What follows belongs to an exercise in optimizing a design on an open flow for small area, a short achievable clock period and few clock cycles per item; a production flow would make more cautious choices. Function was checked by simulation only, so behaviour that the tests miss may differ from the original. No activity file was given, so power comes from the tool's default toggle rates.

### run.sh
#!/bin/bash
# synth_recipe.tcl (not shown) runs the flow's synth.tcl, then flattens the netlist and writes it again
# the make line also repeats each setting of config.mk as NAME=value (left out here)
make -C /OpenROAD-flow-scripts/flow DESIGN_CONFIG=/design/flow/config.mk WORK_HOME=/design/flow/orfs CLKGATE_MAP_FILE= SYNTH_SCRIPT=/design/flow/synth_recipe.tcl finish
### config.mk
export PLATFORM = sky130hd
export DESIGN_NAME = digraph_letter_sentence_histogram
export DESIGN_NICKNAME = digraph_letter_sentence_histogram
export VERILOG_FILES = /design/flow/design.v
export SDC_FILE = /design/flow/constraint.sdc
export NUM_CORES = 4
export LEC_CHECK = 0
export ABC_CLOCK_PERIOD_IN_PS = 2700
export CAP_MARGIN = 20
export CORE_MARGIN = 2
export CORE_UTILIZATION = 40
export SETUP_SLACK_MARGIN = 3.3
export SLEW_MARGIN = 20
### constraint.sdc
create_clock -name core_clock -period 6.0 [get_ports {aclk}]
set_input_delay 1.2000 -clock core_clock [delete_from_list [all_inputs] [get_ports {aclk}]]
set_output_delay 1.2000 -clock core_clock [all_outputs]
set_load 0.01 [all_outputs]
### design.v
package dlsh_pkg;
    localparam int NUM_LETTERS_DEF = 36;
    localparam int COUNT_WIDTH_DEF = 16;
endpackage
module digraph_letter_sentence_histogram (
    input  logic        aclk,
    input  logic        aresetn,
    input  logic        s_valid,
    output logic        s_ready,
    input  logic        s_func,
    input  logic [15:0] s_char_code,
    output logic        m_valid,
    input  logic        m_ready,
    output logic [5:0]  m_letter_index,
    output logic [15:0] m_letter_count,
    output logic [15:0] m_sentence_length,
    output logic        m_last
);
    localparam int DW = 3;
    function automatic logic [5:0] glob_a(input int j);
        logic [5:0] r;
        case (j / 2)
            0:       r = 6'd4;
            1:       r = 6'd9;
            2:       r = 6'd15;
            3:       r = 6'd18;
            4:       r = 6'd23;
            5:       r = 6'd25;
            6:       r = 6'd27;
            7:       r = 6'd31;
            default: r = 6'd34;
        endcase
        glob_a = r + 6'(j % 2);
    endfunction
    function automatic logic [5:0] glob_b(input int j);
        case (j)
            0:  glob_b = 6'd0;
            1:  glob_b = 6'd1;
            2:  glob_b = 6'd2;
            3:  glob_b = 6'd3;
            4:  glob_b = 6'd6;
            5:  glob_b = 6'd7;
            6:  glob_b = 6'd8;
            7:  glob_b = 6'd11;
            8:  glob_b = 6'd12;
            9:  glob_b = 6'd13;
            10: glob_b = 6'd14;
            11: glob_b = 6'd17;
            12: glob_b = 6'd20;
            13: glob_b = 6'd21;
            14: glob_b = 6'd22;
            15: glob_b = 6'd29;
            16: glob_b = 6'd30;
            default: glob_b = 6'd33;
        endcase
    endfunction
    function automatic logic [5:0] gmap(input logic [5:0] g);
        logic [5:0] r;
        r = {1'b1, 5'd17};
        for (int j = 0; j < 18; j++) begin
            if (g == glob_a(j)) r = {1'b1, 5'(j)};
            if (g == glob_b(j)) r = {1'b0, 5'(j)};
        end
        gmap = r;
    endfunction
    function automatic int dw_of(input logic [5:0] g);
        case (g)
            6'd6, 6'd7, 6'd12, 6'd18, 6'd23, 6'd27, 6'd29:
                dw_of = 3;   
            default:
                dw_of = 2;
        endcase
    endfunction
    function automatic logic [2:0] johnson_val(input logic [2:0] q, input int w);
        int c;
        c = 0;
        for (int i = 0; i < 3; i++) if (i < w && q[i]) c++;
        johnson_val = q[w - 1] ? 3'(2 * w - c) : 3'(c);
    endfunction
    function automatic logic [15:0] sat_inc(input logic [15:0] x);
        sat_inc = (x == 16'hFFFF) ? x : x + 16'd1;
    endfunction
    typedef struct packed {
        logic       f;       
        logic       cd;      
        logic       cq;      
        logic       cs;      
        logic       cctl;    
        logic       cnul;    
        logic       isb;     
        logic [4:0] bl;
        logic       isl;     
        logic [3:0] ll;
        logic [3:0] tl;      
    } req_t;
    function automatic req_t decode(input logic f, input logic [15:0] c);
        req_t       r;
        logic       hz, asc, ext;
        logic [4:0] n;
        r    = '0;
        hz   = (c[15:8] == 8'h00);
        asc  = hz && (c[7:6] == 2'b01) && !f;
        ext  = hz && (c[7:6] == 2'b11) && !f;
        n    = c[4:0];
        r.f    = f;
        r.cd   = !f && (c == 16'h002E);
        r.cq   = !f && (c == 16'h003F);
        r.cs   = !f && (c == 16'h0020);
        r.cctl = !f && ((c == 16'h000A) || (c == 16'h000C) || (c == 16'h000D));
        r.cnul = !f && (c == 16'h0000);
        if (asc) begin
            case (n)
                5'd1:  begin r.isb = 1'b1; r.bl = 5'd0;  end
                5'd2:  begin r.isb = 1'b1; r.bl = 5'd1;  end
                5'd3:  begin r.isb = 1'b1; r.bl = 5'd2;  end
                5'd4:  begin r.isl = 1'b1; r.ll = 4'd0;  end
                5'd5:  begin r.isb = 1'b1; r.bl = 5'd4;  end
                5'd6:  begin r.isb = 1'b1; r.bl = 5'd6;  end
                5'd7:  begin r.isl = 1'b1; r.ll = 4'd1;  end
                5'd8:  begin r.isb = 1'b1; r.bl = 5'd7;  end
                5'd9:  begin r.isb = 1'b1; r.bl = 5'd8;  end
                5'd10: begin r.isb = 1'b1; r.bl = 5'd9;  end
                5'd11: begin r.isb = 1'b1; r.bl = 5'd10; end
                5'd12: begin r.isl = 1'b1; r.ll = 4'd2;  end
                5'd13: begin r.isb = 1'b1; r.bl = 5'd11; end
                5'd14: begin r.isl = 1'b1; r.ll = 4'd3;  end
                5'd15: begin r.isb = 1'b1; r.bl = 5'd12; end
                5'd16: begin r.isb = 1'b1; r.bl = 5'd13; end
                5'd17: begin r.isb = 1'b1; r.bl = 5'd14; end
                5'd18: begin r.isl = 1'b1; r.ll = 4'd4;  end
                5'd19: begin r.isl = 1'b1; r.ll = 4'd5;  end
                5'd20: begin r.isl = 1'b1; r.ll = 4'd6;  end
                5'd21: begin r.isb = 1'b1; r.bl = 5'd15; end
                5'd22: begin r.isb = 1'b1; r.bl = 5'd16; end
                5'd24: begin r.isl = 1'b1; r.ll = 4'd7;  end
                5'd25: begin r.isb = 1'b1; r.bl = 5'd17; end
                5'd26: begin r.isl = 1'b1; r.ll = 4'd8;  end
                default: ;
            endcase
            r.tl[0] = (n == 5'd8);    
            r.tl[1] = (n == 5'd10);   
            r.tl[2] = (n == 5'd12);   
            r.tl[3] = (n == 5'd18);   
        end
        if (ext) begin
            case (n)
                5'd7:  begin r.isb = 1'b1; r.bl = 5'd3; end   
                5'd11: begin r.isb = 1'b1; r.bl = 5'd5; end   
                default: ;
            endcase
        end
        decode = r;
    endfunction
    function automatic logic [3:0] tail_of(input logic [3:0] l);
        case (l)
            4'd1, 4'd3: tail_of = 4'b0010;   
            4'd2:       tail_of = 4'b0100;   
            4'd4:       tail_of = 4'b1000;   
            default:    tail_of = 4'b0001;   
        endcase
    endfunction
    logic        r0_v, sk_v, s_rdy;
    req_t        r0, sk;
    logic        pend_v;
    logic [3:0]  pend_l;
    logic [3:0]  pend_t;
    logic        prev_dot, prev_q;
    logic        lenz;
    logic [15:0] len;
    logic        win, win2, silent, fresh;
    logic [35:0] opv;         
    logic [5:0]  e;
    logic        eA;
    logic [4:0]  eloc;
    logic [15:0] emit_len, emit_len2;
    logic [DW-1:0] dA [18];   
    logic [DW-1:0] dB [18];
    logic [17:0]   fullA, fullB;
    logic        opA_v, opB_v;
    logic        wbA_v, wbB_v, wbA_inc, wbB_inc;
    logic [4:0]  wbA_i, wbB_i;
    logic [15:0] rdA, rdB;
    logic [DW-1:0] dv;
    logic [15:0] cA [18];
    logic [15:0] cB [18];
    logic        m_v, q_v, m_lst;
    logic [15:0] m_cnt, q_cnt;
    logic [5:0]  m_idx;
    logic emit_now, push, pop, drained;
    assign emit_now = opv[35] && !fresh && (eA ? !opA_v : !opB_v) && (silent || !q_v);
    assign push     = emit_now && !silent;
    assign pop      = m_v && m_ready;
    assign drained  = win && !opv[35] && !m_v && !q_v;
    logic [17:0] oldA_v, oldB_v, xA_v, xB_v;
    always_comb begin
        for (int j = 0; j < 18; j++) begin
            oldA_v[j] = win2 || (emit_now ? opv[glob_a(j) - 6'd1] : opv[glob_a(j)]);
            xA_v[j]   = (win2 && opv[glob_a(j)])
                     || ((win2 || opv[glob_a(j)]) && fullA[j]);
            if (glob_b(j) == 6'd0)
                oldB_v[j] = win2 || (!emit_now && opv[0]);
            else
                oldB_v[j] = win2 || (emit_now ? opv[glob_b(j) - 6'd1] : opv[glob_b(j)]);
            xB_v[j]   = (win2 && opv[glob_b(j)])
                     || ((win2 || opv[glob_b(j)]) && fullB[j]);
        end
    end
    logic       pm, cont, chr, is_end, is_skip, grow, close, doB, setp;
    logic [4:0] aloc;
    logic       oldA, oldB, stall, fire1;
    assign cont    = !pm;
    assign is_end  = (r0.cd && !prev_dot) || (r0.cq && !prev_q);
    assign is_skip = r0.cctl || (r0.cs && lenz) || (r0.cd && prev_dot);
    assign grow    = !r0.f && !is_skip && !r0.cnul;
    assign close   = r0.f ? !lenz : is_end;
    assign doB     = cont && r0.isb;
    assign setp    = cont && r0.isl;
    assign aloc    = {pend_l, pm};
    assign oldA    = oldA_v[aloc];
    assign oldB    = oldB_v[r0.bl];
    logic xa_s, xa_d;
    assign xa_s  = xA_v[{pend_l, 1'b0}];
    assign xa_d  = xA_v[{pend_l, 1'b1}];
    assign stall = (close && win2)
                || (pend_v && (pm ? xa_d : xa_s))
                || (doB && xB_v[r0.bl]);
    assign fire1 = r0_v && !stall;
    req_t din, nxt;
    assign nxt = sk_v ? sk : din;
    assign din     = decode(s_func, s_char_code);
    assign s_ready = s_rdy;
    always_ff @(posedge aclk) begin
        if (!aresetn) begin
            r0_v  <= 1'b0;
            sk_v  <= 1'b0;
            s_rdy <= 1'b1;
        end else if (!r0_v || fire1) begin
            r0_v  <= sk_v || s_valid;
            sk_v  <= 1'b0;
            s_rdy <= 1'b1;
        end else if (s_valid && !sk_v) begin
            sk_v  <= 1'b1;
            s_rdy <= 1'b0;
        end
    end
    always_ff @(posedge aclk) begin
        if (!r0_v || fire1) r0 <= nxt;
        if (!sk_v) sk <= din;
    end
    always_ff @(posedge aclk) begin
        if (!aresetn) begin
            pm <= 1'b0;
        end else if (fire1) begin
            pm <= setp && ((tail_of(r0.ll) & nxt.tl) != 4'b0000);
        end else if (!r0_v) begin
            pm <= pend_v && ((pend_t & nxt.tl) != 4'b0000);
        end
    end
    logic [15:0] len_inc, len_fin;
    assign len_inc = sat_inc(len);
    assign len_fin = grow ? len_inc : len;
    always_ff @(posedge aclk) begin
        if (!aresetn) begin
            pend_v   <= 1'b0;
            prev_dot <= 1'b0;
            prev_q   <= 1'b0;
            lenz     <= 1'b1;
            len      <= 16'd0;
            opA_v    <= 1'b0;
            opB_v    <= 1'b0;
        end else begin
            opA_v <= fire1 && pend_v && !oldA;
            opB_v <= fire1 && doB && !oldB;
            if (fire1) begin
                pend_v <= setp;
                if (is_end || is_skip) begin
                    prev_dot <= r0.cd;
                    prev_q   <= r0.cq;
                end else if (cont && (r0.isb || r0.isl)) begin
                    prev_dot <= 1'b0;
                    prev_q   <= 1'b0;
                end
                if (close) begin
                    len  <= 16'd0;
                    lenz <= 1'b1;
                end else if (grow) begin
                    len  <= len_inc;
                    lenz <= 1'b0;
                end
            end
        end
    end
    always_ff @(posedge aclk) begin
        if (fire1 && setp) begin
            pend_l <= r0.ll;
            pend_t <= tail_of(r0.ll);
        end
        if (r0_v && close && !win2) emit_len2 <= len_fin;
        if (drained && win2) begin
            emit_len <= emit_len2;
        end else if (r0_v && close && (!win || drained)) begin
            emit_len <= len_fin;
        end
    end
    logic [5:0] gm_next;
    logic       eA_n;
    logic [4:0] eloc_n;
    logic       open_now;
    assign gm_next  = gmap(emit_now ? e + 6'd1 : 6'd0);
    assign open_now = drained ? (win2 || (r0_v && close)) : (!win && r0_v && close);
    assign {eA_n, eloc_n} = (emit_now || open_now) ? gm_next : {eA, eloc};
    always_ff @(posedge aclk) begin
        if (!aresetn) begin
            win    <= 1'b1;
            win2   <= 1'b0;
            silent <= 1'b1;
            fresh  <= 1'b0;
            opv    <= '1;
            e      <= 6'd0;
            eA     <= 1'b0;
            eloc   <= 5'd0;
        end else begin
            fresh <= open_now && !win2;
            if (emit_now) begin
                e          <= e + 6'd1;
                {eA, eloc} <= gm_next;
                opv        <= {opv[34:0], 1'b0};
                if (fire1 && close) win2 <= 1'b1;
            end else if (drained) begin
                silent <= 1'b0;
                if (open_now) begin
                    win2       <= 1'b0;
                    e          <= 6'd0;
                    {eA, eloc} <= gm_next;
                    opv        <= '1;
                end else begin
                    win <= 1'b0;
                end
            end else if (open_now) begin
                win        <= 1'b1;
                e          <= 6'd0;
                {eA, eloc} <= gm_next;
                opv        <= '1;
            end else if (fire1 && close && win) begin
                win2 <= 1'b1;
            end
        end
    end
    for (genvar j = 0; j < 18; j++) begin : g_d
        localparam int WA = dw_of(glob_a(j));
        localparam int WB = dw_of(glob_b(j));
        logic [WA-1:0] ra;
        logic [WB-1:0] rb;
        always_ff @(posedge aclk) begin
            if (!aresetn) begin
                ra <= '0;
                rb <= '0;
            end else begin
                if (emit_now && eA && (eloc == 5'(j)))
                    ra <= '0;
                else if (fire1 && pend_v && oldA && (aloc == 5'(j)))
                    ra <= {ra[WA-2:0], !ra[WA-1]};
                if (emit_now && !eA && (eloc == 5'(j)))
                    rb <= '0;
                else if (fire1 && doB && oldB && (r0.bl == 5'(j)))
                    rb <= {rb[WB-2:0], !rb[WB-1]};
            end
        end
        assign dA[j]    = DW'(ra);
        assign dB[j]    = DW'(rb);
        assign fullA[j] = ra[WA-1] && !ra[WA-2];
        assign fullB[j] = rb[WB-1] && !rb[WB-2];
    end
    logic [4:0]  aA, aB;
    logic [15:0] raA, raB, frA, frB, wdA, wdB;
    always_ff @(posedge aclk) begin
        if (!aresetn) begin
            aA <= 5'd0;
            aB <= 5'd0;
        end else begin
            aA <= (fire1 && pend_v && !oldA) ? aloc : eloc_n;
            aB <= (fire1 && doB && !oldB) ? r0.bl : eloc_n;
        end
    end
    assign raA = cA[aA];
    assign raB = cB[aB];
    assign wdA = wbA_inc ? sat_inc(rdA) : {{(16-DW){1'b0}}, dv};
    assign wdB = wbB_inc ? sat_inc(rdB) : {{(16-DW){1'b0}}, dv};
    assign frA = (wbA_v && (wbA_i == aA)) ? wdA : raA;
    assign frB = (wbB_v && (wbB_i == aB)) ? wdB : raB;
    always_ff @(posedge aclk) begin
        if (!aresetn) begin
            wbA_v <= 1'b0;
            wbB_v <= 1'b0;
        end else begin
            wbA_v <= opA_v || (emit_now && eA);
            wbB_v <= opB_v || (emit_now && !eA);
        end
    end
    always_ff @(posedge aclk) begin
        wbA_i   <= aA;
        wbB_i   <= aB;
        wbA_inc <= opA_v;
        wbB_inc <= opB_v;
        rdA     <= frA;
        rdB     <= frB;
        dv      <= johnson_val(eA ? dA[eloc] : dB[eloc], dw_of(e));
        for (int j = 0; j < 18; j++) begin
            if (wbA_v && (wbA_i == 5'(j))) cA[j] <= wdA;
            if (wbB_v && (wbB_i == 5'(j))) cB[j] <= wdB;
        end
    end
    always_ff @(posedge aclk) begin
        if (!aresetn) begin
            m_v   <= 1'b0;
            q_v   <= 1'b0;
            m_idx <= 6'd0;
            m_lst <= 1'b0;
        end else begin
            if (pop) begin
                m_idx <= m_lst ? 6'd0 : m_idx + 6'd1;
                m_lst <= (m_idx == 6'd34);
            end
            if (pop || !m_v) begin
                if (q_v) begin
                    m_v <= 1'b1;
                    q_v <= 1'b0;
                end else begin
                    m_v <= push;
                end
            end else if (push) begin
                q_v <= 1'b1;
            end
        end
    end
    always_ff @(posedge aclk) begin
        if (pop || !m_v) m_cnt <= q_v ? q_cnt : (eA ? raA : raB);
        if (!q_v) q_cnt <= eA ? raA : raB;
    end
    assign m_valid           = m_v;
    assign m_letter_index    = m_idx;
    assign m_letter_count    = m_cnt;
    assign m_sentence_length = emit_len;
    assign m_last            = m_lst;
endmodule
==> flow_summary.toml, run 1 <==
[outcome]
status = "finished clean"

[placed_design]
portBuffers = 61
place.gp.congestion = 0.9242
place_hpwl_um = 71390

[floorplan]
die_h_um = 315.0
initial_core_util_pct = 40.17
die-area_um2 = 99200
row_count = 114
dieWidth_um = 315.0
io_pins = 62
core_area_um2 = 96280

[global_routing]
grt_first_pass_wirelength_um = 177400
grt_max_degree = 39
grt_overflow = 0
grt.total_usage_pct = 23.63
antenna_found_initial = 1
grt_pass1_vias = 27700

[layout]
area_growth_pct = 25.03
nNetsFinal = 3543
drive_gt1_share_pct = 24.97
multi_input_area_um2 = 14900
n_fill_cell = 8272
seqCellArea_um2 = 24820
num_antenna_cells = 0

[sta]
rsz0062_at_grt = "true"
maxSlewHeadroom_pct = 27.98
setup_tns_ps = 0
min_period_over_period_pct = 50.46
tightest_slew_ps = 1074
hold_viol = 0
finalClockSkew_ps = 44.72
setup_viol = 0
max_freq_mhz = 330.3
finalCriticalPeriod_ps = 3028
finalMaxSlewViolations = 0

[synthesis]
synth_area_um2 = 38680
ys_seq_area_share_pct = 63.95
yosysTopAreaCellShare_pct = 50.39
async_reset_ff_share_pct = 0
synth_area_leaders = "edfxtp_1 50%, dfxtp_1 14%, a22oi_1 3.8%"
synthFlopType = "edfxtp_1"
syn_area_per_cell_um2 = 12.10
yosysWarnings = 5
netlist_instances = 3197
synth_commonest_cells = "649 x edfxtp_1, 291 x nand2_1, 262 x dfxtp_1, 238 x nor2_1, 194 x a22oi_1"
yosysMostFrequentCell = "edfxtp_1"
synth_top_cell_by_area = "edfxtp_1"
synth_cell_types = 100
synth_edf_count = 649
syn_nets = 3235
ys_ff_latch = 911

[clock_tree]
cts_buffer_depth = 3
clock-sinks = 911
root_buffer = "clkbuf_16"
path_clk_slew_ps = 60
cts_buffers = 94
cts_tree = "yes"
htree_num_levels = 3
cts_hold_buf = 0
clock_latency_ps = 680

[critical_path]
required_ps = 6550
critPathMaxFanout = 5
crit_path_start_kind = "register"
critical_path_class = "register to register"
arrival_ps = 3580
endpoint_kind = "register"

[job]
drv_cap = 0

[min_path]
min_path_type = "register to register"

[power_and_ir_drop]
vdd_drop_max_uv = 209.7
power.density_nw_per_um2 = 306.9
p_total_uw = 14840
leakagePower_uw = 0.01591

[route]
wirelength_um = 122000
drtAntennaViolNets = 0
firstDrtPassIters = 7
vias_per_cell = 6.067
drcViolationCount = 0
wl_per_cell_um = 25.11
vias = 29490
first_iter_violations = 3924
[state kept, by name, indices dropped and copies added, names as in the netlist, 6 cells and up]
register,cells
cA,288
cB,288
e,6
emit_len,16
emit_len2,16
g_d.ra,39
g_d.rb,40
len,16
m_cnt,16
m_idx,6
opv,36
q_cnt,16
r0,17
rdA,16
rdB,16
sk,21
[worst max-delay path: stages, from the launching register on]
cell and delay, ps:
dfxtp_4 400, and3b_4 230, and2_4 170, a22o_1 210, a221oi_2 230, nand4_1 140
a2111oi_2 230, nand2_1 160, and2_4 180, ha_4 230, xnor2_4 130, fa_2 530
o21ai_1 60
[power by group]
part	total, uW	switching, uW	internal [uW]
logic	1550	950	602
registers	7150	183	6970
clock network	6140	2580	3560
total	14800	3710	11100
[layout by cell type (no fill, tap or decap), drive strengths merged, types with 116 or more instances in the layout]
master and instances:
dfxtp 262, clkbuf 116, nor2 238, nand2 291, a21oi 117, nand3 160
buf 321, o21ai 153, a22oi 194, edfxtp 649
[per-layer routing]
| layer | part of all wire [%] | vias up | GRT usage [%] |
|---|---|---|---|
| met5 | 0.0082 | - | 0 |
| met1 | 41 | 14590 | 32.61 |
| met3 | 8.4 | 297 | 3.592 |
| li1 | - | 13030 | - |
| met2 | 47 | 1567 | 38.31 |
| met4 | 3.6 | 2 | 7.446 |
[cells by family after synthesis]
logic type      count (synthesis)  synth area share, %
simple gates                 1117                14.67
xor+xnor                       53                1.200
mux                           111                3.170
fa+ha+maj                      42                1.220
buf+inv                       236                2.517
flops                         911                63.95
compound gates                727                13.27
[final cells by class]
type / instances / area share (%)
sequential: 911 / 51.33
timing repair buffer: 383 / 7.384
inverter: 48 / 0.4062
clock buffer: 113 / 5.291
multi-input combinational: 2067 / 30.80
tap: 1276 / 3.301
clock inverter: 62 / 1.485
[stage by stage]
step	util (%)	hold slack (ps)	area, um^2	instances	setup WS (ps)
floorplan	-	329.0	38790	3197	2961
global placement	42.75	442.3	41160	4452	2129
detailed placement	42.79	438.1	41190	4454	2017
CTS	48.62	438.8	46810	4792	3040
global route	50.23	444.3	48360	4860	2893
finish	50.23	437.7	48360	4860	2972
[repair_timing]
item	CTS	global route
hold endpoints to repair	0	0
cloned	18	5
buffers inserted	145	63
endpoints found under the setup margin	553	421
gates resized for setup	316	241
pin swaps	66	121
[final timing paths]
kind	from	end	slack [ps]	cells past startpoint
worst max register to register	eloc[4]	dv[1]	2970	12
worst min register to register	aA[2]	wbA_i[2]	440	0
worst max-delay path	eloc[4]	dv[1]	2970	12
worst min-delay path	aA[2]	wbA_i[2]	440	0
Testbench counts, summed over its fixed seeds: cycles 34,222, items 32,123.
==> run 2: changes to the inputs <==
--- a/config.mk
+++ b/config.mk
@@ -13 +13,2 @@
 export SLEW_MARGIN = 20
+export TNS_END_PERCENT = 5
==> run 2 against run 1 <==
Still clean on timing, DRC and antenna. Via count is 2.8% lower. Non-clock buffer count fell by 67. Combinational power shrank 5%. Sequential cell count stayed put. Core utilization decreased by 1.9 points. Sequential share of layout area rose by 2.0 points.
==> flow_summary.toml, run 2 <==
[outcome]
status = "finished clean"

[synthesis]
syn_nets = 3235
synth.area.mux_share_pct = 3.170
synth_edf_count = 649
synth_top_family_by_area = "simple AND/OR/NAND/NOR gates"
synthAdderAreaFrac_pct = 1.220
ys_seq_area_share_pct = 63.95
synth-xor-area-share_pct = 1.200
yosysMostFrequentCell = "edfxtp_1"
synth_area_leaders = "edfxtp_1 50%, dfxtp_1 14%, a22oi_1 3.8%"
synthFlopType = "edfxtp_1"
synth_area_um2 = 38680
yosysWarnings = 5
synth_commonest_cells = "649 x edfxtp_1, 291 x nand2_1, 262 x dfxtp_1, 238 x nor2_1, 194 x a22oi_1"
yosysTopAreaCellShare_pct = 50.39
synth_top_cell_by_area = "edfxtp_1"
synthSimpleGateAreaFrac_pct = 14.67
synth_cell_types = 100
syn_area_per_cell_um2 = 12.10
ys_ff_latch = 911
netlist_instances = 3197
async_reset_ff_share_pct = 0
synth_compound_area_share_pct = 13.27

[floorplan]
initial_core_util_pct = 40.17
io_pins = 62
core_area_um2 = 96280
die-area_um2 = 99200
die_h_um = 315.0
dieWidth_um = 315.0
row_count = 114

[route]
highest_layer = "met4"
vias = 28670
wl_met3_um = 10280
wl_met1_um = 49740
wl_met2_um = 54300
first_iter_violations = 3999
drcViolationCount = 0
firstDrtPassIters = 9
wl_per_cell_um = 24.82
vias_per_cell = 5.995
wirelength_um = 118700
drtAntennaViolNets = 0

[sta]
hold_viol = 0
setup_tns_ps = 0
finalMaxSlewViolations = 0
min_period_over_period_pct = 50.92
finalClockSkew_ps = 32.02
max_freq_mhz = 327.3
setup_viol = 0
finalCriticalPeriod_ps = 3055
fin_ws_ps = 2945
maxSlewHeadroom_pct = 21.68
rsz0062_at_grt = "true"
fin_hold_ws_ps = 438.6
tightest_slew_ps = 1171

[global_routing]
grt_pass1_vias = 27440
grt.total_usage_pct = 23.55
grt_first_pass_wirelength_um = 176500
grt_max_degree = 46
grt_overflow = 0
antenna_found_initial = 0

[min_path]
min_path_type = "register to register"
hp-start = "aA[2]"

[clock_tree]
clock_latency_ps = 690
clock-sinks = 911
cts_hold_buf = 0
htree_num_levels = 3
cts_buffer_depth = 3
cts_tree = "yes"
path_clk_slew_ps = 60
root_buffer = "clkbuf_16"
cts_buffers = 93

[power_and_ir_drop]
power.density_nw_per_um2 = 310.3
p_total_uw = 14430
vdd_drop_max_uv = 244.1
leakagePower_uw = 0.01507

[critical_path]
critical_path_class = "register to register"
arrival_ps = 3610
crit_path_start_kind = "register"
required_ps = 6560
r2r-start = "eloc[0]"
critPathMaxFanout = 5
endpoint_kind = "register"
cp-startpoint = "eloc[0]"

[layout]
drive_gt1_share_pct = 19.49
nNetsFinal = 3469
area_growth_pct = 20.19
mostFrequentLayoutCell = "edfxtp_1"
seqCellArea_um2 = 24810
multi_input_area_um2 = 13980
top_regs = "cA: 288 flops, cB: 288 flops, g_d.rb: 40 flops"
n_fill_cell = 8510
mostFrequentLayoutCells = "649 x edfxtp_1, 287 x nand2_1, 226 x dfxtp_1"

[job]
drv_cap = 0

[placed_design]
portBuffers = 61
place_hpwl_um = 70430
place_ws_ps = 1773
place.gp.congestion = 0.9335
run 2: cell counts after synthesis:
No cell type changed its count.
run 2: per-stage QoR:
step / instance area, um^2 / instances / utilization [%]
after floorplan: 38750 / 3197 / -
after global placement: 41150 / 4456 / 42.74
after detailed placement: 41180 / 4456 / 42.77
after CTS: 46150 / 4764 / 47.94
after global routing: 46490 / 4781 / 48.28
final: 46490 / 4782 / 48.28
run 2: final timing paths:
kind	end	slack (ps)	depth (start not counted)
max	dv[1]	2940	11
min	wbA_i[2]	440	0
max reg2reg	dv[1]	2940	11
min reg2reg	wbA_i[2]	440	0
run 2: repair_timing:
| item | CTS | global route |
|---|---|---|
| cloned | 13 | 1 |
| pin swaps | 47 | 20 |
| resized for setup | 184 | 50 |
| setup buffers | 126 | 16 |
| setup endpoints to repair | 547 | 559 |
run 2: report_power, final:
part           total (uW)  switching [uW]  internal [uW]
logic                1480             904            577
registers            7140             176           6970
clock network        5800            2480           3320
run 2: layout make-up:
cell class / count / area share, %
Multi-Input combinational cell: 2060 / 30.08
Antenna cell: 1 / 0.005383
Sequential cell: 911 / 53.38
Timing Repair inverter: 1 / 0.01077
Tap cell: 1276 / 3.434
Clock inverter: 50 / 1.144
Timing Repair Buffer: 316 / 6.134
Inverter: 48 / 0.4199
Clock buffer: 119 / 5.394
run 2: per-layer routing:
| metal | GRT usage (%) | vias up |
|---|---|---|
| met5 | 0 | - |
| met4 | 8.766 | 0 |
| met3 | 3.651 | 292 |
| met2 | 37.04 | 1462 |
| met1 | 32.91 | 14070 |
| li1 | - | 12850 |
run 2: kinds of logic (layout without fill, tap and decap cells):
| family | after synthesis | after routing |
|---|---|---|
| AO/OA/AOI/OAI | 727 | 728 |
| XOR/XNOR | 53 | 53 |
| adder cells (fa/ha/maj) | 42 | 42 |
| buffers and inverters | 236 | 534 |
| flip-flops | 911 | 911 |
| multiplexers | 111 | 112 |
| other | 0 | 1 |
| AND/OR/NAND/NOR | 1117 | 1125 |
run 2: critical path: stages (launching register included):
cell and delay [ps]:
dfxtp_4 400, buf_4 160, buf_4 150, mux2i_1 210, nor2_1 90, a2111oi_0 540
a22oi_2 220, buf_4 200, ha_4 260, xnor2_4 130, fa_2 530, o21ai_2 50
==> run 3: changes to the inputs <==
--- a/design.v
+++ b/design.v
@@ -73,8 +73,2 @@
     endfunction
-    function automatic logic [2:0] johnson_val(input logic [2:0] q, input int w);
-        int c;
-        c = 0;
-        for (int i = 0; i < 3; i++) if (i < w && q[i]) c++;
-        johnson_val = q[w - 1] ? 3'(2 * w - c) : 3'(c);
-    endfunction
     function automatic logic [15:0] sat_inc(input logic [15:0] x);
@@ -166,2 +160,3 @@
     logic [3:0]  pend_t;
+    logic [8:0]  pend_oh;
     logic        prev_dot, prev_q;
@@ -207,6 +202,6 @@
     end
-    logic       pm, cont, chr, is_end, is_skip, grow, close, doB, setp;
+    logic       pm, is_end, is_skip, grow, close, doB, setp;
     logic [4:0] aloc;
+    logic [17:0] selA, selB;
     logic       oldA, oldB, stall, fire1;
-    assign cont    = !pm;
     assign is_end  = (r0.cd && !prev_dot) || (r0.cq && !prev_q);
@@ -215,16 +210,16 @@
     assign close   = r0.f ? !lenz : is_end;
-    assign doB     = cont && r0.isb;
-    assign setp    = cont && r0.isl;
+    assign doB     = !pm && r0.isb;
+    assign setp    = !pm && r0.isl;
     assign aloc    = {pend_l, pm};
-    assign oldA    = oldA_v[aloc];
-    assign oldB    = oldB_v[r0.bl];
-    logic xa_s, xa_d;
-    assign xa_s  = xA_v[{pend_l, 1'b0}];
-    assign xa_d  = xA_v[{pend_l, 1'b1}];
-    assign stall = (close && win2)
-                || (pend_v && (pm ? xa_d : xa_s))
-                || (doB && xB_v[r0.bl]);
+    always_comb begin
+        for (int j = 0; j < 18; j++) begin
+            selA[j] = pend_v && pend_oh[j / 2] && ((j % 2 == 1) ? pm : !pm);
+            selB[j] = doB && (r0.bl == 5'(j));
+        end
+    end
+    assign oldA  = |(selA & oldA_v);
+    assign oldB  = |(selB & oldB_v);
+    assign stall = (close && win2) || |(selA & xA_v) || |(selB & xB_v);
     assign fire1 = r0_v && !stall;
-    req_t din, nxt;
-    assign nxt = sk_v ? sk : din;
+    req_t din;
     assign din     = decode(s_func, s_char_code);
@@ -245,2 +240,4 @@
     end
+    req_t nxt;
+    assign nxt = sk_v ? sk : din;
     always_ff @(posedge aclk) begin
@@ -260,3 +257,3 @@
     assign len_inc = sat_inc(len);
-    assign len_fin = grow ? len_inc : len;
+    assign len_fin = r0.f ? len : len_inc;
     always_ff @(posedge aclk) begin
@@ -278,3 +275,3 @@
                     prev_q   <= r0.cq;
-                end else if (cont && (r0.isb || r0.isl)) begin
+                end else if (r0.isb || r0.isl) begin
                     prev_dot <= 1'b0;
@@ -294,4 +291,5 @@
         if (fire1 && setp) begin
-            pend_l <= r0.ll;
-            pend_t <= tail_of(r0.ll);
+            pend_l  <= r0.ll;
+            pend_t  <= tail_of(r0.ll);
+            pend_oh <= 9'(1) << r0.ll;
         end
@@ -360,8 +358,8 @@
                     ra <= '0;
-                else if (fire1 && pend_v && oldA && (aloc == 5'(j)))
-                    ra <= {ra[WA-2:0], !ra[WA-1]};
+                else if (fire1 && selA[j] && oldA_v[j])
+                    ra <= ra + WA'(1);
                 if (emit_now && !eA && (eloc == 5'(j)))
                     rb <= '0;
-                else if (fire1 && doB && oldB && (r0.bl == 5'(j)))
-                    rb <= {rb[WB-2:0], !rb[WB-1]};
+                else if (fire1 && selB[j] && oldB_v[j])
+                    rb <= rb + WB'(1);
             end
@@ -370,4 +368,4 @@
         assign dB[j]    = DW'(rb);
-        assign fullA[j] = ra[WA-1] && !ra[WA-2];
-        assign fullB[j] = rb[WB-1] && !rb[WB-2];
+        assign fullA[j] = &ra;
+        assign fullB[j] = &rb;
     end
@@ -406,3 +404,3 @@
         rdB     <= frB;
-        dv      <= johnson_val(eA ? dA[eloc] : dB[eloc], dw_of(e));
+        dv      <= eA ? dA[eloc] : dB[eloc];
         for (int j = 0; j < 18; j++) begin
--- a/config.mk
+++ b/config.mk
@@ -7,3 +7,3 @@
 export LEC_CHECK = 0
-export ABC_CLOCK_PERIOD_IN_PS = 2700
+export ABC_CLOCK_PERIOD_IN_PS = 2500
 export CAP_MARGIN = 20
@@ -11,4 +11,3 @@
 export CORE_UTILIZATION = 40
-export SETUP_SLACK_MARGIN = 3.3
+export SETUP_SLACK_MARGIN = 3.5
 export SLEW_MARGIN = 20
-export TNS_END_PERCENT = 5
==> run 3 against run 2 <==
Still clean on timing, DRC and antenna. Non-clock buffer count grew 54. Sequential cell count grew 9. Setup slack lost 140 ps. Clock power grew 5.0%. Total power grew 8.1%. Critical path depth grew 2. Fmax shrank 4.4%. First-iteration DRC count grew 14%. Critical path type unchanged.
==> flow_summary.toml, run 3 <==
[critical_path]
endpoint_kind = "register"
r2r_end = "aB[1]"
crit_path_start_kind = "register"
arrival_ps = 3790
critical_path_class = "register to register"
required_ps = 6590
critPathMaxFanout = 6
crit_slowest_cell = "nor4b_4"
cp_num_buf_inv = 4
cp_cell_sequence = "ha_4 -> ha_4 -> maj3_2 -> a32oi_1 -> nand4_1 -> buf_4 -> nor3b_4 -> buf_4 -> buf_4 -> buf_6 -> nand4_1 -> nor4b_4 -> o22a_1"
cp_top_family = "simple AND/OR/NAND/NOR gates"
rr_worst_depth = 13
critical_path.max_stage_delay_ps = 500
cp_common_cell = "buf_4"
reg2reg_setup_slack_ps = 2800
r2r-start = "g_d[6].ra[1]"

[sta]
rsz0062_at_grt = "true"
hold_viol = 0
max_freq_mhz = 312.9
finalMaxSlewViolations = 0
setup_tns_ps = 0
tightest_slew_ps = 1322
min_period_over_period_pct = 53.27
finalCriticalPeriod_ps = 3196
maxSlewHeadroom_pct = 11.09
setup_viol = 0
fin_hold_ws_ps = 437.2
finalClockSkew_ps = 32.05

[synthesis]
netlist_instances = 3200
synth_cell_types = 87
synth_edf_count = 658
synthFlopType = "edfxtp_1"
yosysTopAreaCellShare_pct = 50.21
synth_top_cell_by_area = "edfxtp_1"
synth_area_um2 = 39350
ys_ff_latch = 920
synth_area_leaders = "edfxtp_1 50%, dfxtp_1 13%, a22oi_1 3.9%"
ys_seq_area_share_pct = 63.54
syn_area_per_cell_um2 = 12.30
syn_nets = 3275
yosysMostFrequentCell = "edfxtp_1"
yosysWarnings = 5
async_reset_ff_share_pct = 0
synth_commonest_cells = "658 x edfxtp_1, 262 x dfxtp_1, 206 x nand2_1, 203 x a22oi_1, 182 x clkbuf_1"

[global_routing]
grt_max_degree = 51
antenna_found_initial = 1
grt_pass1_vias = 28420
grt_overflow = 0
grt_first_pass_wirelength_um = 187500
grt.total_usage_pct = 24.52

[floorplan]
die_h_um = 317.7
initial_core_util_pct = 40.16
dieWidth_um = 317.7
row_count = 115
core_area_um2 = 97990
io_pins = 62
die-area_um2 = 100900

[layout]
nNetsFinal = 3538
drive_gt1_share_pct = 30.23
top_regs = "cA: 288 flops, cB: 288 flops, g_d.rb: 40 flops"
area_growth_pct = 27.02
n_fill_cell = 8302
mostFrequentLayoutCells = "658 x edfxtp_1, 200 x dfxtp_1, 199 x a22oi_1"
mostFrequentLayoutCell = "edfxtp_1"

[route]
firstDrtPassIters = 9
vias_per_cell = 6.235
drcViolationCount = 0
wirelength_um = 131000
drtAntennaViolNets = 0
vias = 30120
first_iter_violations = 4568
wl_per_cell_um = 27.11

[clock_tree]
clock-sinks = 920
root_buffer = "clkbuf_16"
clock_latency_ps = 690
cts_buffer_depth = 3
cts_tree = "yes"
cts_buffers = 95
htree_num_levels = 3
path_clk_slew_ps = 70

[min_path]
min_path_type = "register to register"
hp-start = "aB[1]"
hold-path-endpoint = "wbB_i[1]"
holdPathStages = 0

[power_and_ir_drop]
leakagePower_uw = 0.01633
vdd_drop_max_uv = 221.1
power.density_nw_per_um2 = 312.1

[placed_design]
place_hpwl_um = 75520
place.gp.congestion = 0.9638
portBuffers = 61

[job]
drv_cap = 0

[outcome]
status = "finished clean"
## run 3: cell types whose count changed after synthesis, moves of 23 or more
cell,before,now
a21oi_1,117,152
and3_1,22,82
and4_1,5,28
clkbuf_1,146,182
ha_1,16,54
mux2i_1,64,38
nand2_1,291,206
nor2_1,238,155
## run 3: cell families after synthesis
logic type | Yosys count | synth area share, %
AOI/OAI and AO/OA | 794 | 14.04
and+or+nand+nor | 993 | 13.49
adders and majority gates | 85 | 2.506
buffers and inverters | 257 | 2.560
muxes | 97 | 2.655
DFF | 920 | 63.54
xor gates and xnor gates | 54 | 1.202
## run 3: how the worst max path moves through the flow
stage	start	end	slack, ps	cells after the start
after CTS	g_d[8].ra[1]	g_d[1].rb[1]	2990	16
final	g_d[6].ra[1]	aB[1]	2800	13
after global placement	eA	aA[4]	2130	9
after detailed placement	eA	aA[4]	2070	9
after global routing	g_d[8].ra[1]	aB[4]	2770	13
after floorplan	win2	aB[0]	3220	11
## run 3: worst register-to-register path: cells and delay by family (launching register included)
| kind | cells | cell delay [ps] |
|---|---|---|
| and+or+nand+nor | 4 | 1140 |
| buffers and inverters | 4 | 570 |
| DFF | 1 | 360 |
| adders and majority gates | 3 | 660 |
| AOI/OAI and AO/OA | 2 | 390 |
## run 3: repair_timing
| action | 4_1_cts | 5_1_grt |
|---|---|---|
| hold buffers | 0 | 0 |
| endpoints found under the hold margin | 0 | 0 |
| setup endpoints to repair | 733 | 580 |
| buffers inserted | 132 | 64 |
| resized for setup | 622 | 313 |
| pin swaps | 171 | 175 |
| cloned | 25 | 10 |
## run 3: report_power, final
| part | internal (uW) | total [uW] | switching [uW] |
|---|---|---|---|
| sequential | 7080 | 7340 | 258 |
| combinational | 907 | 2160 | 1250 |
| clock | 3520 | 6090 | 2580 |
## run 3: layer usage
metal / track usage [%] / share of wire [%] / vias up / wire (um)
met5: 0 / 0.0099 / - / 13
met4: 9.460 / 4.3 / 2 / 5615
met3: 4.509 / 9.7 / 407 / 12710
met2: 38.94 / 46 / 1733 / 60200
met1: 33.41 / 40 / 14870 / 52410
li1: - / - / 13100 / -
## run 3: through the flow
step,utilization (%),worst slack (ps),instances,instance area [um^2],total power (uW)
final,51.01,2804,4831,49980,15600
after global routing,51.01,2770,4830,49980,16050
after CTS,49.16,2993,4756,48170,15450
after detailed placement,42.70,2072,4422,41840,9106
after global placement,42.68,2132,4421,41820,9094
after floorplan,-,3216,3200,39700,8404
## run 3: area by class of cell
type | instances | area [um^2] | share of cell area (%)
inverter | 43 | 161.4 | 0.3229
sequential | 920 | 25140 | 50.30
antenna | 1 | 2.502 | 0.005007
clock buffer | 127 | 2611 | 5.224
clock inverter | 50 | 583.1 | 1.167
tap | 1287 | 1610 | 3.222
multi-input combinational | 2033 | 16100 | 32.21
timing repair buffer | 370 | 3771 | 7.545
Testbench counts of run 3, summed over its fixed seeds: cycles 34,123, items 32,123.
==> run 4: changes to the inputs <==
--- a/config.mk
+++ b/config.mk
@@ -7,3 +7,3 @@
 export LEC_CHECK = 0
-export ABC_CLOCK_PERIOD_IN_PS = 2500
+export ABC_CLOCK_PERIOD_IN_PS = 2800
 export CAP_MARGIN = 20
@@ -11,3 +11,3 @@
 export CORE_UTILIZATION = 40
-export SETUP_SLACK_MARGIN = 3.5
+export SETUP_SLACK_MARGIN = 3.2
 export SLEW_MARGIN = 20
==> run 4 against run 3 <==
Synthesized area unchanged. Global-route usage decreased by 0.86 points. Register-to-register slack improved by 110 ps. Sequential share of layout area grew 2.0 points. Sequential cell count unchanged. Fmax up 3.4%. Via count shrank 3.4%. Still clean. Total power down 2.3%. Critical endpoint is now aB[0]. First-iteration DRC count is 22% lower. Worst hold slack got worse by 3.7 ps. Die area is the same. Clock skew is 13 ps higher.
==> flow_summary.toml, run 4 <==
[outcome]
status = "finished clean"

[synthesis]
synth_edf_count = 658
async_reset_ff_share_pct = 0
netlist_instances = 3200
yosysTopAreaCellShare_pct = 50.21
synth_cell_types = 87
synth_area_um2 = 39350
syn_area_per_cell_um2 = 12.30
ys_seq_area_share_pct = 63.54
synth_area_leaders = "edfxtp_1 50%, dfxtp_1 13%, a22oi_1 3.9%"
synth_top_cell_by_area = "edfxtp_1"
syn_nets = 3275
yosysMostFrequentCell = "edfxtp_1"
synthFlopType = "edfxtp_1"
ys_ff_latch = 920
synth_commonest_cells = "658 x edfxtp_1, 262 x dfxtp_1, 206 x nand2_1, 203 x a22oi_1, 182 x clkbuf_1"
yosysWarnings = 5

[route]
drtAntennaViolNets = 0
highest_layer = "met4"
drcViolationCount = 0
wl_met2_um = 57400
wirelength_um = 124700
vias_per_cell = 6.146
firstDrtPassIters = 6
wl_per_cell_um = 26.35
wl_met1_um = 52340
first_iter_violations = 3554
wl_met3_um = 10750
vias = 29080

[global_routing]
grt.total_usage_pct = 23.67
antenna_found_initial = 1
grt_pass1_vias = 27350
grt_overflow = 0
grt_max_degree = 43
grt_first_pass_wirelength_um = 180400

[layout]
area_growth_pct = 21.84
mostFrequentLayoutCells = "658 x edfxtp_1, 217 x dfxtp_1, 199 x nand2_1, 199 x a22oi_1, 158 x buf_4"
mostFrequentLayoutCell = "edfxtp_1"
drive_gt1_share_pct = 23.69
finish.utilization_pct = 48.93
n_fill_cell = 8511
num_antenna_cells = 0
top_regs = "cA: 288 flops, cB: 288 flops, g_d.rb: 40 flops"
nNetsFinal = 3445

[critical_path]
critical_path_class = "register to register"
crit_path_start_kind = "register"
arrival_ps = 3660
critPathMaxFanout = 7
endpoint_kind = "register"
reg2reg_setup_slack_ps = 2910
cp-startpoint = "g_d[8].ra[0]"
rr_worst_depth = 12
r2r-start = "g_d[8].ra[0]"
required_ps = 6570

[placed_design]
place_hpwl_um = 75300
place.gp.congestion = 0.9349
portBuffers = 61

[min_path]
holdPathStages = 0
hp-start = "aB[4]"
min_path_type = "register to register"

[sta]
finalCriticalPeriod_ps = 3090
max_freq_mhz = 323.6
finalClockSkew_ps = 45.44
hold_viol = 0
setup_tns_ps = 0
rsz0062_at_grt = "true"
tightest_slew_ps = 1064
min_period_over_period_pct = 51.50
maxSlewHeadroom_pct = 29.07
setup_viol = 0
finalMaxSlewViolations = 0

[power_and_ir_drop]
leakagePower_uw = 0.01553
power.density_nw_per_um2 = 317.9
vdd_drop_max_uv = 242.5

[clock_tree]
path_clk_slew_ps = 60
cts_buffer_depth = 3
htree_num_levels = 3
cts_tree = "yes"
clock_latency_ps = 690
root_buffer = "clkbuf_16"
cts_buffers = 95
clock-sinks = 920

[floorplan]
die-area_um2 = 100900
initial_core_util_pct = 40.16
row_count = 115
core_area_um2 = 97990
dieWidth_um = 317.7
io_pins = 62
die_h_um = 317.7

[job]
drv_cap = 0
-- run 4: final timing paths --
check | to
setup / recovery | aB[0]
hold / removal | wbB_i[4]
setup reg to reg | aB[0]
hold reg to reg | wbB_i[4]
-- run 4: logic make-up (layout without fill, tap and decap cells) --
| group | count (synthesis) | in the layout | share of synthesized area [%] |
|---|---|---|---|
| adder cells (fa/ha/maj) | 85 | 85 | 2.506 |
| AO/OA/AOI/OAI | 794 | 795 | 14.04 |
| AND/OR/NAND/NOR | 993 | 1001 | 13.49 |
| flip-flops | 920 | 920 | 63.54 |
| multiplexers | 97 | 98 | 2.655 |
| XOR/XNOR | 54 | 54 | 1.202 |
| buffers and inverters | 257 | 492 | 2.560 |
-- run 4: routing by layer --
metal,track usage [%],vias up
met2,37.54,1441
met4,7.947,0
met5,0,-
li1,-,12900
met3,3.681,265
met1,33.22,14480
-- run 4: critical path, cell delays in order (launching register included) --
cell and delay, ps:
dfxtp_2 340, ha_4 160, ha_4 170, maj3_2 310, a32oi_2 250, nand4_1 150
buf_6 160, nor3b_4 220, buf_6 140, buf_6 100, nand3_4 200, or4b_4 590
o22a_1 220
-- run 4: repair_timing --
item | 4_1_cts | 5_1_grt
pin swaps | 82 | 116
gates resized for setup | 262 | 261
setup buffers | 76 | 23
endpoints found under the setup margin | 597 | 276
hold buffers | 0 | 0
gates cloned | 18 | 6
-- run 4: report_power, final --
part	switching, uW	internal [uW]	leakage (uW)
combinational	1130	759	0.00654
clock	2550	3470	0.00153
sequential	244	7090	0.00746
total	3920	11300	0.0155
-- run 4: area by class of cell --
cell class / count / area, um^2 / area share (%)
sequential: 920 / 25090 / 52.32
clock inverter: 54 / 654.4 / 1.365
multi-input combinational: 2033 / 15230 / 31.76
inverter: 43 / 161.4 / 0.3366
timing repair buffer: 277 / 2693 / 5.616
tap: 1287 / 1610 / 3.359
clock buffer: 118 / 2515 / 5.245
-- run 4: metrics by stage --
step	power (uW)	setup WS (ps)	hold WS (ps)	cell area (um^2)	std cells
6_report	15240	2910	433.5	47950	4732
5_1_grt	15720	2879	446.5	47950	4732
4_1_cts	15190	3027	457.0	46660	4703
3_5_place_dp	9101	1786	446.9	41800	4437
3_3_place_gp	9096	1906	434.6	41780	4435
2_1_floorplan	8394	3200	329.0	39530	3200
==> run 5: changes to the inputs <==
--- a/design.v
+++ b/design.v
@@ -73,2 +73,8 @@
     endfunction
+    function automatic logic [2:0] johnson_val(input logic [2:0] q, input int w);
+        int c;
+        c = 0;
+        for (int i = 0; i < 3; i++) if (i < w && q[i]) c++;
+        johnson_val = q[w - 1] ? 3'(2 * w - c) : 3'(c);
+    endfunction
     function automatic logic [15:0] sat_inc(input logic [15:0] x);
@@ -160,3 +166,3 @@
     logic [3:0]  pend_t;
-    logic [8:0]  pend_oh;
+    logic [8:0]  pend_oh;    
     logic        prev_dot, prev_q;
@@ -192,4 +198,2 @@
             oldA_v[j] = win2 || (emit_now ? opv[glob_a(j) - 6'd1] : opv[glob_a(j)]);
-            xA_v[j]   = (win2 && opv[glob_a(j)])
-                     || ((win2 || opv[glob_a(j)]) && fullA[j]);
             if (glob_b(j) == 6'd0)
@@ -198,4 +202,2 @@
                 oldB_v[j] = win2 || (emit_now ? opv[glob_b(j) - 6'd1] : opv[glob_b(j)]);
-            xB_v[j]   = (win2 && opv[glob_b(j)])
-                     || ((win2 || opv[glob_b(j)]) && fullB[j]);
         end
@@ -214,2 +216,12 @@
     always_comb begin
+        pend_l = 4'd0;
+        pend_t = 4'd0;
+        for (int l = 0; l < 9; l++) begin
+            if (pend_oh[l]) begin
+                pend_l = pend_l | 4'(l);
+                pend_t = pend_t | tail_of(4'(l));
+            end
+        end
+    end
+    always_comb begin
         for (int j = 0; j < 18; j++) begin
@@ -291,4 +303,2 @@
         if (fire1 && setp) begin
-            pend_l  <= r0.ll;
-            pend_t  <= tail_of(r0.ll);
             pend_oh <= 9'(1) << r0.ll;
@@ -309,2 +319,7 @@
     assign {eA_n, eloc_n} = (emit_now || open_now) ? gm_next : {eA, eloc};
+    logic [35:0] opv_n;
+    logic        win2_nf, win2_ns;
+    assign opv_n   = emit_now ? {opv[34:0], 1'b0} : (open_now ? '1 : opv);
+    assign win2_ns = (drained && open_now) ? 1'b0 : win2;
+    assign win2_nf = (drained && open_now) ? 1'b0 : (win2 || (r0_v && close && win));
     always_ff @(posedge aclk) begin
@@ -351,2 +366,29 @@
         logic [WB-1:0] rb;
+        logic          clra, clrb, prea, preb, nfa, nfb;
+        logic          fa_f, fa_s, fb_f, fb_s;
+        logic          oa, ob;
+        assign clra = emit_now && eA && (eloc == 5'(j));
+        assign clrb = emit_now && !eA && (eloc == 5'(j));
+        assign prea = selA[j] && oldA_v[j];
+        assign preb = selB[j] && oldB_v[j];
+        assign nfa  = (WA == 2) ? (ra[1] && ra[0]) : (ra[WA-1] && ra[WA-2] && !ra[0]);
+        assign nfb  = (WB == 2) ? (rb[1] && rb[0]) : (rb[WB-1] && rb[WB-2] && !rb[0]);
+        assign fa_s = !clra && fullA[j];
+        assign fa_f = !clra && (prea ? nfa : fullA[j]);
+        assign fb_s = !clrb && fullB[j];
+        assign fb_f = !clrb && (preb ? nfb : fullB[j]);
+        assign oa   = opv_n[glob_a(j)];
+        assign ob   = opv_n[glob_b(j)];
+        always_ff @(posedge aclk) begin
+            if (!aresetn) begin
+                xA_v[j] <= 1'b0;
+                xB_v[j] <= 1'b0;
+            end else if (fire1) begin
+                xA_v[j] <= win2_nf ? (oa || fa_f) : (oa && fa_f);
+                xB_v[j] <= win2_nf ? (ob || fb_f) : (ob && fb_f);
+            end else begin
+                xA_v[j] <= win2_ns ? (oa || fa_s) : (oa && fa_s);
+                xB_v[j] <= win2_ns ? (ob || fb_s) : (ob && fb_s);
+            end
+        end
         always_ff @(posedge aclk) begin
@@ -356,16 +398,16 @@
             end else begin
-                if (emit_now && eA && (eloc == 5'(j)))
+                if (clra)
                     ra <= '0;
-                else if (fire1 && selA[j] && oldA_v[j])
-                    ra <= ra + WA'(1);
-                if (emit_now && !eA && (eloc == 5'(j)))
+                else if (fire1 && prea)
+                    ra <= {ra[WA-2:0], !ra[WA-1]};
+                if (clrb)
                     rb <= '0;
-                else if (fire1 && selB[j] && oldB_v[j])
-                    rb <= rb + WB'(1);
+                else if (fire1 && preb)
+                    rb <= {rb[WB-2:0], !rb[WB-1]};
             end
         end
-        assign dA[j]    = DW'(ra);
-        assign dB[j]    = DW'(rb);
-        assign fullA[j] = &ra;
-        assign fullB[j] = &rb;
+        assign dA[j]    = johnson_val(DW'(ra), WA);
+        assign dB[j]    = johnson_val(DW'(rb), WB);
+        assign fullA[j] = ra[WA-1] && !ra[WA-2];
+        assign fullB[j] = rb[WB-1] && !rb[WB-2];
     end
--- a/config.mk
+++ b/config.mk
@@ -7,3 +7,3 @@
 export LEC_CHECK = 0
-export ABC_CLOCK_PERIOD_IN_PS = 2800
+export ABC_CLOCK_PERIOD_IN_PS = 2700
 export CAP_MARGIN = 20
@@ -11,3 +11,3 @@
 export CORE_UTILIZATION = 40
-export SETUP_SLACK_MARGIN = 3.2
+export SETUP_SLACK_MARGIN = 3.3
 export SLEW_MARGIN = 20
==> run 5 against run 4 <==
Critical path depth down 4. Critical path type unchanged. Total power about the same. Sequential cell count up 28. First-iteration DRC count up 6.8%. Cell count up 16%. Still clean. Register-to-register slack worse by 40 ps. Final area up 9.0%. Worst hold slack worse by 3.8 ps.
==> flow_summary.toml, run 5 <==
[synthesis]
synthAdderAreaFrac_pct = 4.769
synth_top_family_by_area = "simple AND/OR/NAND/NOR gates"
ys_ff_latch = 948
synth_top_cell_by_area = "edfxtp_1"
synth_area_um2 = 42980
synth_cell_types = 80
syn_area_per_cell_um2 = 11.43
syn_nets = 3920
yosysMostFrequentCell = "edfxtp_1"
synth-xor-area-share_pct = 1.121
synthFlopType = "edfxtp_1"
synth.area.mux_share_pct = 5.191
yosysTopAreaCellShare_pct = 45.42
synthSimpleGateAreaFrac_pct = 13.88
async_reset_ff_share_pct = 0
yosysWarnings = 5
synth_area_leaders = "edfxtp_1 45%, dfxtp_1 14%, ha_1 4.0%"
ys_seq_area_share_pct = 59.30
netlist_instances = 3760
synth_edf_count = 650
synth_commonest_cells = "650 x edfxtp_1, 387 x nand2_1, 370 x nor2_1, 298 x dfxtp_1, 218 x a22oi_1"
synth_compound_area_share_pct = 13.16

[critical_path]
cp_top_family = "simple AND/OR/NAND/NOR gates"
required_ps = 6610
critical_path.max_stage_delay_ps = 500
cp_common_cell = "or2_4"
critPathMaxFanout = 7
cp_cell_sequence = "a222oi_1 -> nand3_1 -> a32o_1 -> a2111o_1 -> or2_4 -> or4_4 -> or2_4 -> a21oi_1"
cp_num_buf_inv = 0
endpoint_kind = "register"
crit_slowest_cell = "edfxtp_1"
critical_path_class = "register to register"
crit_path_start_kind = "register"
arrival_ps = 3740

[power_and_ir_drop]
power_frac_clock_pct = 40.8
p_switching_uw = 3856
power.density_nw_per_um2 = 291.7
combinationalPowerShare_pct = 10.5
p_int_uw = 11380
leakagePower_uw = 0.01752
swShare_pct = 25.30
vdd_drop_max_uv = 234.6
seqPwrFrac_pct = 48.6

[layout]
top_regs = "cA: 288 flops, cB: 288 flops, g_d.rb: 40 flops"
nNetsFinal = 4172
drive_gt1_share_pct = 19.56
mostFrequentLayoutCells = "650 x edfxtp_1, 383 x nand2_1, 283 x nor2_1"
multi_input_area_um2 = 18110
mostFrequentLayoutCell = "edfxtp_1"
num_antenna_cells = 0
n_fill_cell = 9438
area_growth_pct = 21.56
seqCellArea_um2 = 25530
final_area_um2 = 52240

[sta]
finalCriticalPeriod_ps = 3130
fin_hold_ws_ps = 429.6
tightest_slew_ps = 1131
finalMaxSlewViolations = 0
fin_ws_ps = 2870
rsz0062_at_grt = "true"
maxSlewHeadroom_pct = 24.16
min_period_over_period_pct = 52.17
setup_viol = 0
hold_viol = 0
setup_tns_ps = 0
finalClockSkew_ps = 38.27
max_freq_mhz = 319.5

[clock_tree]
clock-sinks = 948
root_buffer = "clkbuf_16"
cts_tree = "yes"
htree_num_levels = 3
cts_hold_buf = 0
cts_buffer_depth = 3
cts_buffers = 101
clock_latency_ps = 710
path_clk_slew_ps = 60

[placed_design]
place.gp.congestion = 0.9474
place_ws_ps = 1642
portBuffers = 61
place_hpwl_um = 81480
placed_cell_area_um2 = 45690

[floorplan]
initial_core_util_pct = 40.26
die_h_um = 331.8
die-area_um2 = 110100
core_area_um2 = 106800
dieWidth_um = 331.8
row_count = 120
io_pins = 62

[route]
drcViolationCount = 0
vias = 32670
first_iter_violations = 3796
wl_per_cell_um = 24.62
wl_met1_um = 56950
firstDrtPassIters = 6
wirelength_um = 135500
drtAntennaViolNets = 0
wl_met2_um = 61330
highest_layer = "met4"
vias_per_cell = 5.937
wl_met3_um = 11080

[global_routing]
grt_first_pass_wirelength_um = 198300
grt_pass1_vias = 30610
grt_max_degree = 60
grt_overflow = 0
grt.total_usage_pct = 23.67
antenna_found_initial = 1

[outcome]
status = "finished clean"

[min_path]
min_path_type = "register to register"

[job]
drv_cap = 0
run 5: cell types whose count changed after synthesis, moves of 37 or more:
cell	previous run	this run
a222oi_1	69	2
mux2i_1	38	134
ha_1	54	139
nor2_1	155	370
nand2_1	206	387
a31oi_1	12	54
inv_1	42	93
and3_1	82	23
nand3_1	146	93
a211oi_1	10	49
a21oi_1	152	115
run 5: cells by family after synthesis:
family	count (synthesis)
buffers and inverters	284
XOR/XNOR	55
flip-flops	948
adder cells (fa/ha/maj)	170
multiplexers	212
AO/OA/AOI/OAI	827
AND/OR/NAND/NOR	1264
run 5: layout make-up:
class / count / share of cell area [%]
Sequential cell: 948 / 48.86
Multi-Input combinational cell: 2541 / 34.66
Timing Repair Buffer: 327 / 6.062
Clock buffer: 146 / 5.537
Tap cell: 1403 / 3.360
Clock inverter: 45 / 0.8454
Inverter: 93 / 0.6682
run 5: power by group through the flow:
stage	registers, uW	logic (uW)	clock network [uW]
6_report	7410	1600	6220
4_1_cts	7400	1520	6320
5_1_grt	7440	1700	6570
3_3_place_gp	7540	1360	0
2_1_floorplan	7490	819	0
3_5_place_dp	7530	1370	0
run 5: repair_timing:
item | in CTS | in global routing
endpoints found under the setup margin | 721 | 440
pin swaps | 63 | 48
buffers inserted | 102 | 43
resized for setup | 320 | 128
gates cloned | 18 | 5
run 5: final timing paths:
| path | slack, ps | startpoint | end | cells after the start |
|---|---|---|---|---|
| worst max-delay path | 2870 | pend_oh[0] | aB[4] | 8 |
| worst min-delay path | 430 | aA[2] | wbA_i[2] | 0 |
| worst max register to register | 2870 | pend_oh[0] | aB[4] | 8 |
| worst min register to register | 430 | aA[2] | wbA_i[2] | 0 |
run 5: worst reg2reg max path, delay by kind of cell (launching register included):
kind / cells / cell delay, ps
flops: 1 / 500
compound gates: 4 / 1220
simple gates: 4 / 1340
run 5: per-layer routing:
layer / GRT usage (%) / vias up
li1: - / 14730
met1: 32.40 / 16040
met2: 36.99 / 1506
met3: 4.449 / 394
met4: 9.686 / 0
met5: 0 / -
run 5: per-stage QoR:
stage | total power, uW | std cells | utilization, %
6_report | 15240 | 5503 | 48.94
5_1_grt | 15710 | 5503 | 48.94
3_5_place_dp | 8909 | 5144 | 42.80
4_1_cts | 15250 | 5455 | 47.99
2_1_floorplan | 8313 | 3760 | -
3_3_place_gp | 8898 | 5144 | 42.79
Testbench counts of run 5, summed over its fixed seeds: cycles 34,222, items 32,123.
==> run 6: changes to the inputs <==
--- a/config.mk
+++ b/config.mk
@@ -7,3 +7,3 @@
 export LEC_CHECK = 0
-export ABC_CLOCK_PERIOD_IN_PS = 2700
+export ABC_CLOCK_PERIOD_IN_PS = 2400
 export CAP_MARGIN = 20
@@ -11,3 +11,4 @@
 export CORE_UTILIZATION = 40
-export SETUP_SLACK_MARGIN = 3.3
+export SETUP_SLACK_MARGIN = 3.6
 export SLEW_MARGIN = 20
+export TNS_END_PERCENT = 100
==> run 6 against run 5 <==
Largest power group unchanged. Final area increased by 6.5%. Clock skew increased by 12 ps. Largest cell class unchanged. Setup slack got worse by 19 ps. Critical path type unchanged. Critical path depth up 2. Still clean on timing, DRC and antenna. Count of clock-buffer cells in the layout shrank 9.
==> flow_summary.toml, run 6 <==
[synthesis]
synth_compound_area_share_pct = 13.16
syn_nets = 3920
yosysMostFrequentCell = "edfxtp_1"
yosysTopAreaCellShare_pct = 45.42
synth_cell_types = 80
synthAdderAreaFrac_pct = 4.769
ys_ff_latch = 948
synth_area_leaders = "edfxtp_1 45%, dfxtp_1 14%, ha_1 4.0%"
synth.area.mux_share_pct = 5.191
synth-xor-area-share_pct = 1.121
netlist_instances = 3760
synth_edf_count = 650
synthFlopType = "edfxtp_1"
yosysWarnings = 5
synth_commonest_cells = "650 x edfxtp_1, 387 x nand2_1, 370 x nor2_1, 298 x dfxtp_1, 218 x a22oi_1"
synth_top_family_by_area = "simple AND/OR/NAND/NOR gates"
synth_area_um2 = 42980
ys_seq_area_share_pct = 59.30
synth_top_cell_by_area = "edfxtp_1"
async_reset_ff_share_pct = 0
synthSimpleGateAreaFrac_pct = 13.88
syn_area_per_cell_um2 = 11.43

[route]
wl_per_cell_um = 24.73
wirelength_um = 140000
vias = 33400
first_iter_violations = 3637
vias_per_cell = 5.901
drtAntennaViolNets = 0
drcViolationCount = 0
firstDrtPassIters = 7

[sta]
finalCriticalPeriod_ps = 3149
max_freq_mhz = 317.5
hold_viol = 0
min_period_over_period_pct = 52.49
fin_hold_ws_ps = 423.5
maxSlewHeadroom_pct = 31.95
rsz0062_at_grt = "true"
setup_viol = 0
tightest_slew_ps = 1020
setup_tns_ps = 0
finalMaxSlewViolations = 0
fin_ws_ps = 2851
finalClockSkew_ps = 50.28

[critical_path]
cp_cell_sequence = "a222oi_1 -> nand3_1 -> a32o_1 -> a2111o_1 -> buf_6 -> nand4b_1 -> buf_4 -> or4_4 -> nor2_4 -> o22a_1"
reg2reg_setup_slack_ps = 2850
required_ps = 6630
critical_path_class = "register to register"
endpoint_kind = "register"
cp_num_buf_inv = 2
critPathMaxFanout = 2
crit_slowest_cell = "edfxtp_1"
crit_path_start_kind = "register"
arrival_ps = 3770
critical_path.max_stage_delay_ps = 530
r2r_end = "aA[4]"
cp_top_family = "compound AO/OA/AOI/OAI gates"
rr_worst_depth = 10
r2r-start = "pend_oh[0]"

[clock_tree]
cts_buffers = 100
path_clk_slew_ps = 60
clock-sinks = 948
cts_buffer_depth = 3
cts_tree = "yes"
cts_hold_buf = 0
clock_latency_ps = 700
root_buffer = "clkbuf_16"
htree_num_levels = 3

[global_routing]
antenna_found_initial = 0
grt_overflow = 0
grt.total_usage_pct = 24.33
grt_pass1_vias = 32070
grt_max_degree = 55
grt_first_pass_wirelength_um = 204500

[layout]
area_growth_pct = 29.40
multi_input_area_um2 = 19680
mostFrequentLayoutCells = "650 x edfxtp_1, 376 x nand2_1, 280 x buf_4"
seqCellArea_um2 = 25600
drive_gt1_share_pct = 29.18
layoutNonFillerInstCount = 5660
nNetsFinal = 4330
n_fill_cell = 9018
top_regs = "cA: 288 flops, cB: 288 flops, g_d.rb: 40 flops"
mostFrequentLayoutCell = "edfxtp_1"
final_area_um2 = 55610

[min_path]
holdPathStages = 0
hold-path-endpoint = "wbA_inc"
min_path_type = "register to register"
hp-start = "opA_v"

[outcome]
status = "finished clean"

[floorplan]
row_count = 120
die_h_um = 331.8
die-area_um2 = 110100
io_pins = 62
dieWidth_um = 331.8
initial_core_util_pct = 40.26
core_area_um2 = 106800

[placed_design]
portBuffers = 61
placed_cell_area_um2 = 46050
dp_cells = 5143
place_hpwl_um = 82880
place_ws_ps = 2108
place.gp.congestion = 0.9373

[job]
drv_cap = 0

[power_and_ir_drop]
vdd_drop_max_uv = 237.6
leakagePower_uw = 0.01888
power.density_nw_per_um2 = 282.2
## run 6: cell count changes in the layout (fill, tap and decap cells not counted), moves of 22 or more
cell,delta
a22oi_1,-32
o21ai_0,-38
o21ai_2,+28
dlygate4sd2_1,-41
nor2_1,-22
buf_6,+52
a22oi_2,+32
nand3_1,-24
buf_2,+39
dfxtp_1,-26
buf_4,+78
## run 6: where the power goes
part | internal, uW | total [uW] | leakage (uW) | switching (uW)
Combinational | 710 | 1790 | 0.00952 | 1080
Clock | 3800 | 6470 | 0.00168 | 2670
Sequential | 7230 | 7430 | 0.00768 | 197
Total | 11700 | 15700 | 0.0189 | 3940
## run 6: layer usage
layer	global-route usage (%)	part of all wire [%]	vias up	wire [um]
met5	0	0	-	0
met4	11.62	4.8	0	6667
met3	3.935	8.0	390	11160
met2	38.04	46	1512	64060
met1	33.05	42	16410	58090
li1	-	-	15090	-
## run 6: worst max-delay path by stage
stage / cells past startpoint / slack, ps / startpoint / end
after floorplan: 12 / 3100 / r0[9] / aB[4]
after global placement: 9 / 2170 / eA / aB[4]
after detailed placement: 6 / 2110 / s_char_code[2] / r0[9]
after CTS: 7 / 2940 / eA / aA[3]
after global routing: 7 / 2840 / eA / aA[3]
final: 10 / 2850 / pend_oh[0] / aA[4]
## run 6: kinds of logic (layout without fill, tap and decap cells)
group / Yosys count / after routing
simple gates: 1264 / 1276
buf+inv: 284 / 766
mux: 212 / 213
xor+xnor: 55 / 55
flops: 948 / 948
other cells: 0 / 1
fa+ha+maj: 170 / 170
compound gates: 827 / 828
## run 6: timing repair
action / CTS / global route
pin swaps: 167 / 143
resized for setup: 635 / 331
setup endpoints to repair: 858 / 709
cloned: 27 / 4
endpoints found under the hold margin: 0 / 0
setup buffers: 193 / 104
## run 6: final cells by class
type	count	share of cell area (%)
Antenna cell	1	0.004500
Clock buffer	137	5.177
Clock inverter	51	1.046
Inverter	93	0.6322
Multi-Input combinational cell	2542	35.39
Sequential cell	948	46.03
Tap cell	1403	3.156
Timing Repair Buffer	485	8.563
## run 6: through the flow
| step | total power, uW | util (%) |
|---|---|---|
| after floorplan | 8337 | - |
| after detailed placement | 8930 | 43.14 |
| after global routing | 16170 | 52.09 |
| final | 15690 | 52.10 |
| after CTS | 15590 | 49.95 |
| after global placement | 8913 | 43.12 |

==> static timing again, ports no longer ideal <==
No port has a modelled driver above. Below, the same layouts with a new extraction and two added sets of constraints. Step 1: set_driving_cell puts a clkbuf_16 on aclk and a buf_2 on each other input, an assumption about the parent block. Step 2 times the ports against the registers' clock, not the clock port: input delays grow and output delays shrink by t, the midpoint of the rising clock arrivals with the driver on. a / b / c = no drivers / after step 1 / after step 2; a / b = the first two.
run	shift t [ns]	setup slack, ns	worst setup path after step 2	worst register clock-pin slew, ns
run 1	0.728	2.972 / 2.972 / 2.669	input to register	0.07 / 0.07
run 2	0.733	2.945 / 2.945 / 2.291	input to register	0.07 / 0.07
run 3	0.742	2.804 / 2.804 / 2.646	input to register	0.07 / 0.07
run 4	0.734	2.910 / 2.910 / 2.555	input to register	0.07 / 0.07
run 5	0.764	2.870 / 2.870 / 2.533	input to register	0.06 / 0.06
run 6	0.741	2.851 / 2.851 / 2.601	input to register	0.07 / 0.07
After both steps every run listed still meets setup and hold. The setup slack of run 2, which loses most, moves by 0.000 ns with the drivers and by -0.654 ns with both steps.
